Context: an optimization exercise on an open-source flow, tuned for small area, a short achievable clock period and few clock cycles. The choices shown serve that exercise and are no tape-out recipe. The RTL was checked by simulation tests, not by an equivalence proof against the original design. Power and IR drop assume default switching activity.

**design/flow/run.sh**
```bash
#!/bin/bash
# synth_recipe.tcl (not shown) runs the flow's synth.tcl, then flattens the netlist and writes it again
# the make line also repeats each setting of config.mk as NAME=value (left out here)
make -C /OpenROAD-flow-scripts/flow DESIGN_CONFIG=/design/flow/config.mk WORK_HOME=/design/flow/orfs CLKGATE_MAP_FILE= SYNTH_SCRIPT=/design/flow/synth_recipe.tcl finish
```
**design/flow/config.mk**
```make
export PLATFORM = sky130hd
export DESIGN_NAME = legv8Top
export DESIGN_NICKNAME = legv8Top
export VERILOG_FILES = /design/flow/design.v
export SDC_FILE = /design/flow/constraint.sdc
export NUM_CORES = 4
export LEC_CHECK = 0
export CAP_MARGIN = 20
export CELL_PAD_IN_SITES_GLOBAL_PLACEMENT = 2
export CORE_MARGIN = 2
export CORE_UTILIZATION = 25
export PLACE_DENSITY = 0.35
export SETUP_SLACK_MARGIN = 0.8
export SLEW_MARGIN = 20
```
**design/flow/constraint.sdc**
```tcl
create_clock -name core_clock -period 12.5 [get_ports {clk}]
set_input_delay 2.5000 -clock core_clock [delete_from_list [all_inputs] [get_ports {clk}]]
set_output_delay 2.5000 -clock core_clock [all_outputs]
set_load 0.01 [all_outputs]
```
**design/flow/design.v**
```verilog
package isaPkg;
	typedef enum logic [3:0] {
		OP_LDUR,
		OP_STUR,
		OP_ADD,
		OP_ADDI,
		OP_SUB,
		OP_AND,
		OP_ORR,
		OP_CBZ,
		OP_CBNZ,
		OP_B,
		OP_HALT,
		OP_ILLEGAL
	} opcodeT;
	typedef enum logic [2:0] {
		ALU_ADD   = 3'd0,
		ALU_SUB   = 3'd1,
		ALU_AND   = 3'd2,
		ALU_ORR   = 3'd3,
		ALU_PASSB = 3'd4
	} aluFuncT;
	typedef enum logic [1:0] {
		SRC_REG  = 2'b00,
		SRC_DIMM = 2'b01,  
		SRC_IIMM = 2'b10   
	} aluSrcT;
endpackage
package hostPkg;
	typedef enum logic [2:0] {
		IDLE,
		FETCH,
		DECODE,
		EXECUTE,
		MEMORY,
		WRITEBACK,
		HALTED,
		FAULT
	} seqStateT;
	typedef enum logic [1:0] {
		REG_CTRL,
		REG_STATUS,
		REGION_IMEM,
		REGION_DMEM
	} apbRegionT;
endpackage
`timescale 1ns/1ps
import isaPkg::*;
module cpuControl (
	input  logic [10:0]      opField,
	output isaPkg::opcodeT   opcode,
	output logic             reg2Loc,
	output logic             uncondBranch,
	output logic             branchZero,
	output logic             branchNonZero,
	output logic             memRead,
	output logic             memToReg,
	output logic             memWrite,
	output logic             regWriteEn,
	output isaPkg::aluSrcT   aluSrc,
	output isaPkg::aluFuncT  aluFunc,
	output logic             illegal
);
	always_comb begin
		opcode = OP_ILLEGAL;
		reg2Loc = 1'b0;
		uncondBranch = 1'b0;
		branchZero = 1'b0;
		branchNonZero = 1'b0;
		memRead = 1'b0;
		memToReg = 1'b0;
		memWrite = 1'b0;
		regWriteEn = 1'b0;
		aluSrc = SRC_REG;
		aluFunc = ALU_ADD;
		illegal = 1'b0;
		if (opField == 11'b11111000010) begin  
			opcode = OP_LDUR;
			memRead = 1'b1;
			memToReg = 1'b1;
			aluSrc = SRC_DIMM;
			regWriteEn = 1'b1;
		end else if (opField == 11'b11111000000) begin  
			opcode = OP_STUR;
			reg2Loc = 1'b1;  
			memWrite = 1'b1;
			aluSrc = SRC_DIMM;
		end else if (opField == 11'b10001011000) begin
			opcode = OP_ADD;
			regWriteEn = 1'b1;
		end else if (opField[10:1] == 10'b1001000100) begin
			opcode = OP_ADDI;
			aluSrc = SRC_IIMM;
			regWriteEn = 1'b1;
		end else if (opField == 11'b11001011000) begin
			opcode = OP_SUB;
			aluFunc = ALU_SUB;
			regWriteEn = 1'b1;
		end else if (opField == 11'b10001010000) begin
			opcode = OP_AND;
			aluFunc = ALU_AND;
			regWriteEn = 1'b1;
		end else if (opField == 11'b10101010000) begin
			opcode = OP_ORR;
			aluFunc = ALU_ORR;
			regWriteEn = 1'b1;
		end else if (opField[10:3] == 8'b10110100) begin
			opcode = OP_CBZ;
			reg2Loc = 1'b1;
			branchZero = 1'b1;
			aluFunc = ALU_PASSB;  
		end else if (opField[10:3] == 8'b10110101) begin
			opcode = OP_CBNZ;
			reg2Loc = 1'b1;
			branchNonZero = 1'b1;
			aluFunc = ALU_PASSB;
		end else if (opField[10:5] == 6'b000101) begin
			opcode = OP_B;
			uncondBranch = 1'b1;
			aluFunc = ALU_PASSB;
		end else if (opField == 11'b11111111111) begin
			opcode = OP_HALT;
		end else begin
			illegal = 1'b1;
		end
	end
endmodule
`timescale 1ns/1ps
import isaPkg::*;
import hostPkg::*;
module sequencer (
	input  logic              clk,
	input  logic              rst,
	input  logic              start,
	input  isaPkg::opcodeT    opcode,
	input  logic              illegal,
	input  logic              uncondBranch,
	input  logic              branchZero,
	input  logic              branchNonZero,
	input  logic              memWrite,
	input  logic              regWriteEn,
	input  logic              aluZero,
	output hostPkg::seqStateT state,
	output logic              irLoad,
	output logic              pcStep,
	output logic              pcBranch,
	output logic              pcClear,
	output logic              dmemWrite,
	output logic              regWrite
);
	hostPkg::seqStateT nextState;
	logic stopped;
	logic taken;
	assign stopped = (state == IDLE) || (state == HALTED) || (state == FAULT);
	assign taken = uncondBranch || (branchZero && aluZero) || (branchNonZero && !aluZero);
	always_comb begin
		nextState = state;
		case (state)
			IDLE, HALTED, FAULT: begin
				if (start) begin
					nextState = FETCH;
				end
			end
			FETCH: nextState = DECODE;
			DECODE: begin
				if (illegal) begin
					nextState = FAULT;
				end else if (opcode == OP_HALT) begin
					nextState = HALTED;  
				end else begin
					nextState = EXECUTE;
				end
			end
			EXECUTE: nextState = MEMORY;
			MEMORY: nextState = WRITEBACK;
			WRITEBACK: nextState = FETCH;
			default: nextState = IDLE;
		endcase
	end
	always_ff @(posedge clk) begin
		if (rst) begin
			state <= IDLE;
		end else begin
			state <= nextState;
		end
	end
	assign irLoad = (state == FETCH);
	assign pcStep = (state == EXECUTE) && !taken;
	assign pcBranch = (state == EXECUTE) && taken;
	assign pcClear = start && stopped;  
	assign dmemWrite = (state == MEMORY) && memWrite;
	assign regWrite = (state == WRITEBACK) && regWriteEn;
endmodule
`timescale 1ns/1ps
module programCounter (
	input  logic                          clk,
	input  logic                          rst,
	input  logic                          clear,
	input  logic                          step,
	input  logic                          branch,
	input  logic signed [32-1:0] branchOffset,
	output logic        [32-1:0] pc
);
	localparam logic [32-1:0] wordBytes = 4;
	always_ff @(posedge clk) begin
		if (rst || clear) begin
			pc <= '0;
		end else if (step) begin
			pc <= pc + wordBytes;
		end else if (branch) begin
			pc <= pc + (branchOffset <<< 2);  
		end
	end
endmodule
`timescale 1ns/1ps
module regFile (
	input  logic                           clk,
	input  logic [$clog2(32)-1:0]  readAddrA,
	input  logic [$clog2(32)-1:0]  readAddrB,
	input  logic [$clog2(32)-1:0]  writeAddr,
	input  logic [32-1:0]         writeData,
	input  logic                           writeEn,
	output logic [32-1:0]         readDataA,
	output logic [32-1:0]         readDataB
);
	localparam int addrW = $clog2(32);
	localparam logic [addrW-1:0] xzr = addrW'(32 - 1);
	logic [32-1:0] regs [32];
	assign readDataA = (readAddrA == xzr) ? '0 : regs[readAddrA];
	assign readDataB = (readAddrB == xzr) ? '0 : regs[readAddrB];
	always_ff @(posedge clk) begin
		if (writeEn && writeAddr != xzr) begin  
			regs[writeAddr] <= writeData;
		end
	end
endmodule
`timescale 1ns/1ps
import isaPkg::*;
module alu (
	input  logic [32-1:0] a,
	input  logic [32-1:0] b,
	input  isaPkg::aluFuncT        func,
	output logic [32-1:0] result,
	output logic                   zero
);
	always_comb begin
		case (func)
			ALU_ADD:   result = a + b;
			ALU_SUB:   result = a - b;
			ALU_AND:   result = a & b;
			ALU_ORR:   result = a | b;
			ALU_PASSB: result = b;  
			default:   result = '0;
		endcase
	end
	assign zero = (result == '0);
endmodule
`timescale 1ns/1ps
import hostPkg::*;
module cpuMemories (
	input  logic                       clk,
	input  logic                       rst,
	input  logic                       pSel,
	input  logic                       pEnable,
	input  logic                       pWrite,
	input  logic [12-1:0] pAddr,
	input  logic [32-1:0]     pWdata,
	output logic [32-1:0]     pRdata,
	output logic                       pReady,
	output logic                       pSlvErr,
	input  logic [32-1:0]     pc,
	input  logic [32-1:0]     dataAddr,
	input  logic [32-1:0]     storeData,
	input  logic                       dmemWrite,
	input  hostPkg::seqStateT          state,
	output logic [32-1:0]     instruction,
	output logic [32-1:0]     loadData,
	output logic                       start
);
	localparam int imemAddrW = $clog2(64);
	localparam int dmemAddrW = $clog2(64);
	logic [32-1:0] imem [64];
	logic [32-1:0] dmem [64];
	hostPkg::apbRegionT region;
	logic mapped;
	logic running;
	logic accessErr;
	logic hostWrite;
	logic [32-1:0] status;
	always_comb begin
		region = REG_CTRL;
		mapped = 1'b0;
		case (pAddr[11:10])
			2'b00: begin
				region = pAddr[2] ? REG_STATUS : REG_CTRL;
				mapped = (pAddr[9:3] == '0) && (pAddr[1:0] == '0);
			end
			2'b01: begin
				region = REGION_IMEM;
				mapped = (pAddr[9:2] < 64) && (pAddr[1:0] == '0);
			end
			2'b10: begin
				region = REGION_DMEM;
				mapped = (pAddr[9:2] < 64) && (pAddr[1:0] == '0);
			end
			default: mapped = 1'b0;
		endcase
	end
	assign running = !((state == IDLE) || (state == HALTED) || (state == FAULT));
	assign accessErr = !mapped || (running && (region == REGION_IMEM || region == REGION_DMEM));
	assign hostWrite = pSel && pEnable && pWrite && !accessErr;
	assign pSlvErr = pSel && pEnable && accessErr;
	assign pReady = 1'b1;
	assign status = {{(32-16){1'b0}}, pc[9:2], 5'b0,
		state == FAULT, state == HALTED, running};
	always_comb begin
		pRdata = '0;
		if (pSel && !pWrite && !accessErr) begin
			case (region)
				REG_STATUS:  pRdata = status;
				REGION_IMEM: pRdata = imem[pAddr[imemAddrW+1:2]];
				REGION_DMEM: pRdata = dmem[pAddr[dmemAddrW+1:2]];
				default:     pRdata = '0;  
			endcase
		end
	end
	assign instruction = imem[pc[imemAddrW+1:2]];
	assign loadData = dmem[dataAddr[dmemAddrW+1:2]];
	always_ff @(posedge clk) begin
		if (hostWrite && region == REGION_IMEM) begin
			imem[pAddr[imemAddrW+1:2]] <= pWdata;
		end
		if (hostWrite && region == REGION_DMEM) begin
			dmem[pAddr[dmemAddrW+1:2]] <= pWdata;
		end else if (dmemWrite) begin
			dmem[dataAddr[dmemAddrW+1:2]] <= storeData;
		end
	end
	always_ff @(posedge clk) begin
		if (rst) begin
			start <= 1'b0;
		end else begin
			start <= hostWrite && region == REG_CTRL && pWdata[0];
		end
	end
endmodule
`timescale 1ns/1ps
import isaPkg::*;
import hostPkg::*;
module legv8Top (
	input  logic                       clk,
	input  logic                       rst,
	input  logic                       pSel,
	input  logic                       pEnable,
	input  logic                       pWrite,
	input  logic [12-1:0] pAddr,
	input  logic [32-1:0]     pWdata,
	output logic [32-1:0]     pRdata,
	output logic                       pReady,
	output logic                       pSlvErr
);
	logic [32-1:0] instruction;
	logic [32-1:0] instReg;
	isaPkg::opcodeT opcode;
	isaPkg::aluFuncT aluFunc;
	isaPkg::aluSrcT aluSrc;
	hostPkg::seqStateT state;
	logic reg2Loc, uncondBranch, branchZero, branchNonZero;
	logic memRead, memToReg, memWrite, regWriteEn, illegal;
	logic irLoad, pcStep, pcBranch, pcClear, dmemWrite, regWrite, start, aluZero;
	logic [$clog2(32)-1:0] readAddrB;
	logic [32-1:0] pc, branchOffset, readDataA, readDataB;
	logic [32-1:0] aluB, aluResult, loadData, wbData;
	always_ff @(posedge clk) begin
		if (irLoad) begin
			instReg <= instruction;
		end
	end
	assign readAddrB = reg2Loc ? instReg[4:0] : instReg[20:16];  
	always_comb begin
		case (aluSrc)
			SRC_DIMM: aluB = {{(32-9){instReg[20]}}, instReg[20:12]};
			SRC_IIMM: aluB = {{(32-12){1'b0}}, instReg[21:10]};
			default:  aluB = readDataB;
		endcase
	end
	assign branchOffset = uncondBranch ? {{(32-26){instReg[25]}}, instReg[25:0]}
		: {{(32-19){instReg[23]}}, instReg[23:5]};
	assign wbData = (memRead && memToReg) ? loadData : aluResult;
	cpuControl i_cpuControl (
		.opField(instReg[31:21]), .opcode(opcode), .reg2Loc(reg2Loc),
		.uncondBranch(uncondBranch), .branchZero(branchZero), .branchNonZero(branchNonZero),
		.memRead(memRead), .memToReg(memToReg), .memWrite(memWrite),
		.regWriteEn(regWriteEn), .aluSrc(aluSrc), .aluFunc(aluFunc), .illegal(illegal)
	);
	sequencer i_sequencer (
		.clk(clk), .rst(rst), .start(start), .opcode(opcode), .illegal(illegal),
		.uncondBranch(uncondBranch), .branchZero(branchZero), .branchNonZero(branchNonZero),
		.memWrite(memWrite), .regWriteEn(regWriteEn), .aluZero(aluZero), .state(state),
		.irLoad(irLoad), .pcStep(pcStep), .pcBranch(pcBranch), .pcClear(pcClear),
		.dmemWrite(dmemWrite), .regWrite(regWrite)
	);
	programCounter i_programCounter (
		.clk(clk), .rst(rst), .clear(pcClear), .step(pcStep), .branch(pcBranch),
		.branchOffset(branchOffset), .pc(pc)
	);
	regFile i_regFile (
		.clk(clk), .readAddrA(instReg[9:5]), .readAddrB(readAddrB),
		.writeAddr(instReg[4:0]), .writeData(wbData), .writeEn(regWrite),
		.readDataA(readDataA), .readDataB(readDataB)
	);
	alu i_alu (
		.a(readDataA), .b(aluB), .func(aluFunc), .result(aluResult), .zero(aluZero)
	);
	cpuMemories i_cpuMemories (
		.clk(clk), .rst(rst), .pSel(pSel), .pEnable(pEnable), .pWrite(pWrite),
		.pAddr(pAddr), .pWdata(pWdata), .pRdata(pRdata), .pReady(pReady),
		.pSlvErr(pSlvErr), .pc(pc), .dataAddr(aluResult), .storeData(readDataB),
		.dmemWrite(dmemWrite), .state(state), .instruction(instruction),
		.loadData(loadData), .start(start)
	);
endmodule
```
==> qor.yml <==
critical_path:
  cp_num_buf_inv: 5
  slowest_delay_ps: 1180
  cp_slowest_cell: "clkdlybuf4s50_1"
  cp.required_ps: 10000
  end_kind: "output port"
  cp_top_family: "buffers and inverters"
  criticalPathCategory: "in -> out"
  path_cells: "clkdlybuf4s50_1, inv_1, and3_4, buf_4, a22o_1, a221oi_1, a31oi_1, nor4_1, buf_4, nand3_1, a31oi_2, nor2_1, clkdlybuf4s50_1"
  worst-path-max-fanout: 21
  startpoint_type: "input pin"
  cp_data_arrival_time_ps: 9090
timing:
  worst_pin_slew_ps: 1287
  tns_ps: 0
  finClkSkew_ps: 92.10
  slew_headroom_pct: 13.65
  fmax_mhz: 86.25
  grt_setup_unrepaired: "false"
  period_needed_ps: 11590
  hold_violations: 0
  slew_viol_final: 0
  post-route-period-util_pct: 92.76
  setup_viol_count_final: 0
routing:
  viasPerCell: 5.869
  routed_wl_um: 1476000
  drtAntennaViolNets: 0
  first_pass_iters: 7
  drt-wirelength-per-cell_um: 47.34
  drcViolationCount: 0
  num_vias: 182900
  drt_iter0_markers: 22690
floorplanning:
  rows: 359
  die_h_um: 982.1
  ios: 83
  dieArea_sq_um: 964500
  core-area_sq_um: 954500
  initial_core_util_pct: 25.05
  die_x_um: 982.1
outcome:
  status: "timing/DRC/antenna clean"
logic_synthesis:
  post-synth-top-count-cell: "edfxtp_1"
  synth_adder_area_share_pct: 0.3202
  netlist_instances: 17280
  synth_edf_count: 5152
  synth_mux_area_share_pct: 9.914
  synthArstFlopShare_pct: 0
  synthXorXnorAreaFrac_pct: 0.2328
  synth_area_leaders: "edfxtp_1, mux4_2, a22oi_1"
  synth_common_cells: "edfxtp_1, nand2_1, a22oi_1"
  synth_top_area_share_pct: 64.69
  yosysWarnings: 7
  synth-simple-area-share_pct: 9.100
  synth_top_family_by_area: "compound AO/OA/AOI/OAI gates"
  ys_ff_latch: 5164
  synthDistinctLibCells: 107
  synth-compound-area-share_pct: 13.13
  synth_area_sq_um: 239200
  synth_top_area_cell: "edfxtp_1"
  synth_area_per_cell_sq_um: 13.84
  ys_seq_area_share_pct: 64.79
  synth_ff_type: "edfxtp_1"
clock_tree:
  numCtsBuffers: 680
  htreeDepth: 6
  clockBufferDepth: 5
  root_buffer: "clkbuf_16"
  path_clk_slew_ps: 60
  cts_sinks: 5164
  cts_tree: "done"
  clock_latency_ps: 1100
pwr:
  pwr-share-comb_pct: 59.3
  netSwitchingFraction_pct: 52.96
  irDropWorstVdd_v: 0.0008830
  pwr-share-seq_pct: 21.5
  pwr-share-clk_pct: 19.2
  switching_power_w: 0.05348
  p_int_w: 0.04750
  power.leakage_nw: 90.17
  totalPowerFinal_w: 0.1010
  powerDensity_nw_per_um2: 352.9
place:
  gp_congestion: 0.8451
  dp_hpwl_um: 921000
  numPortBuffers: 81
layout:
  nets: 17970
  area_growth_pct: 19.65
  drive_gt1_share_pct: 19.02
global_routing:
  grt_max_degree: 149
  track_usage_pct: 29.57
  antenna_found_initial: 143
  overflow: 0
  grt_first_pass_wirelength_um: 1895000
  grt_pass1_vias: 179400
min_path:
  hold_class: "reg -> reg"
job:
  maxCapViolations: 0
-- final cells by class --
cell class                      instances  area (sq um)
Inverter                               49         187.7
Fill cell                           94540        668400
Timing Repair Buffer                 1336         12530
Multi-Input combinational cell      10630         81010
Antenna cell                          137         342.8
Sequential cell                      5164        155000
Tap cell                            12640         15810
Clock buffer                          825         17820
Clock inverter                        391          3471
-- power groups by stage --
stage | sequential [W] | clock [W] | combinational, W
after floorplan | 0.0221 | 0 | 0.0287
after global placement | 0.0221 | 0 | 0.0599
after detailed placement | 0.0221 | 0 | 0.0596
after CTS | 0.0217 | 0.0198 | 0.0597
after global routing | 0.0217 | 0.0204 | 0.0626
final | 0.0217 | 0.0194 | 0.0599
-- logic make-up after synthesis --
logic type / count (synthesis)
flip-flops: 5164
AND/OR/NAND/NOR: 4931
AO/OA/AOI/OAI: 4176
buffers and inverters: 1515
multiplexers: 1369
XOR/XNOR: 62
adder cells (fa/ha/maj): 61
other: 2
-- state kept, by name, indices dropped and copies added (netlist names) --
name,flops
i_cpuMemories.dmem,2048
i_cpuMemories.imem,2048
i_regFile.regs,1024
instReg,32
i_programCounter.pc,8
i_sequencer.state,3
i_cpuMemories.start,1
-- worst min-delay path, stage by stage (launching register included) --
cell     delay [ps]
dfxtp_1         400
a21oi_1         160
nor2_1           40
-- layout by cell type, fill, tap and decap left out, types with 34 or more instances in the layout --
cell	instances
mux2_2	53
a311oi_1	279
buf_4	1058
a31oi_1	383
a22oi_1	1540
diode_2	137
nor3_1	107
edfxtp_1	5152
mux4_2	794
a221oi_1	313
nor2_1	212
o22ai_1	93
nand4_1	135
buf_12	184
clkbuf_16	692
o211ai_1	59
ha_1	53
a22o_1	306
a41oi_1	153
o21ai_0	155
clkbuf_1	133
xnor2_1	34
nand2_1	2636
a21oi_1	288
mux2i_1	512
clkinv_1	171
o221ai_1	147
a211oi_1	46
a221o_1	41
nor4_1	87
and3_1	201
clkinv_2	118
nor2_4	170
nand3_1	1147
inv_1	45
bufinv_16	53
clkdlybuf4s50_1	45
-- stage by stage --
step                      worst slack [ps]  hold slack, ps  utilization (%)  std cells  cell area [sq um]
after global placement               64.24           677.1            27.62      29780             263600
final                                905.2           637.3            29.98      31170             286100
after detailed placement             735.4           648.2            27.66      29790             264100
after floorplan                       2541           483.0                -      17310             239300
after global routing                 791.6           668.4            29.96      31110             286000
after CTS                            807.7           661.0            29.90      31010             285400
-- path summary, 6_finish.rpt --
| check | startpoint | end | slack (ps) | cells past startpoint |
|---|---|---|---|---|
| max | pAddr[2] | pRdata[9] | 910 | 13 |
| min | i_programCounter.pc[8] | i_programCounter.pc[8] | 640 | 2 |
| max reg2reg | instReg[23] | i_programCounter.pc[9] | 1150 | 49 |
| min reg2reg | i_programCounter.pc[8] | i_programCounter.pc[8] | 640 | 2 |
-- routing by layer --
| layer | vias to the layer above | global-route usage (%) | wire (um) | part of all wire (%) |
|---|---|---|---|---|
| li1 | 71690 | - | - | - |
| met1 | 99630 | 41.07 | 651000 | 44 |
| met2 | 9629 | 46.78 | 670800 | 45 |
| met3 | 1945 | 5.159 | 98080 | 6.6 |
| met4 | 34 | 10.00 | 55550 | 3.8 |
| met5 | - | 0 | 217 | 0.015 |
-- what timing repair did --
action / CTS / global route
buffers inserted: 0 / 18
hold buffers: 0 / 0
pin swaps: 0 / 8
gates resized for setup: 5 / 42
setup endpoints to repair: 1 / 4
endpoints found under the hold margin: 0 / 0
Testbench counts, summed over its fixed seeds: cycles 270,684.

-- what the ideal ports hide --
How much do the figures lean on ideal ports? The routed layout below was timed once more, with nothing changed but the port constraints. Step 1 assumes that a clkbuf_16 drives the clock port and a buf_2 every other input. Step 2 adds t to the input delays and takes it off the output delays; t is the mean of the earliest and latest rising clock arrival at the registers after step 1. Input paths then give back, and output paths get back, about the clock's delay inside the block. a / b / c = ideal ports / drivers / drivers and shift; a / b = the first two.
shift t [ns]: 1.199
setup slack, ns: 0.905 / 0.874 / 0.874
worst setup path at the end: input to output
slew at the worst register clock pin (ns): 0.07 / 0.07
After both steps setup and hold are still met in this run. For this run, drivers alone change the setup slack by -0.031 ns; drivers and shift together by -0.031 ns.
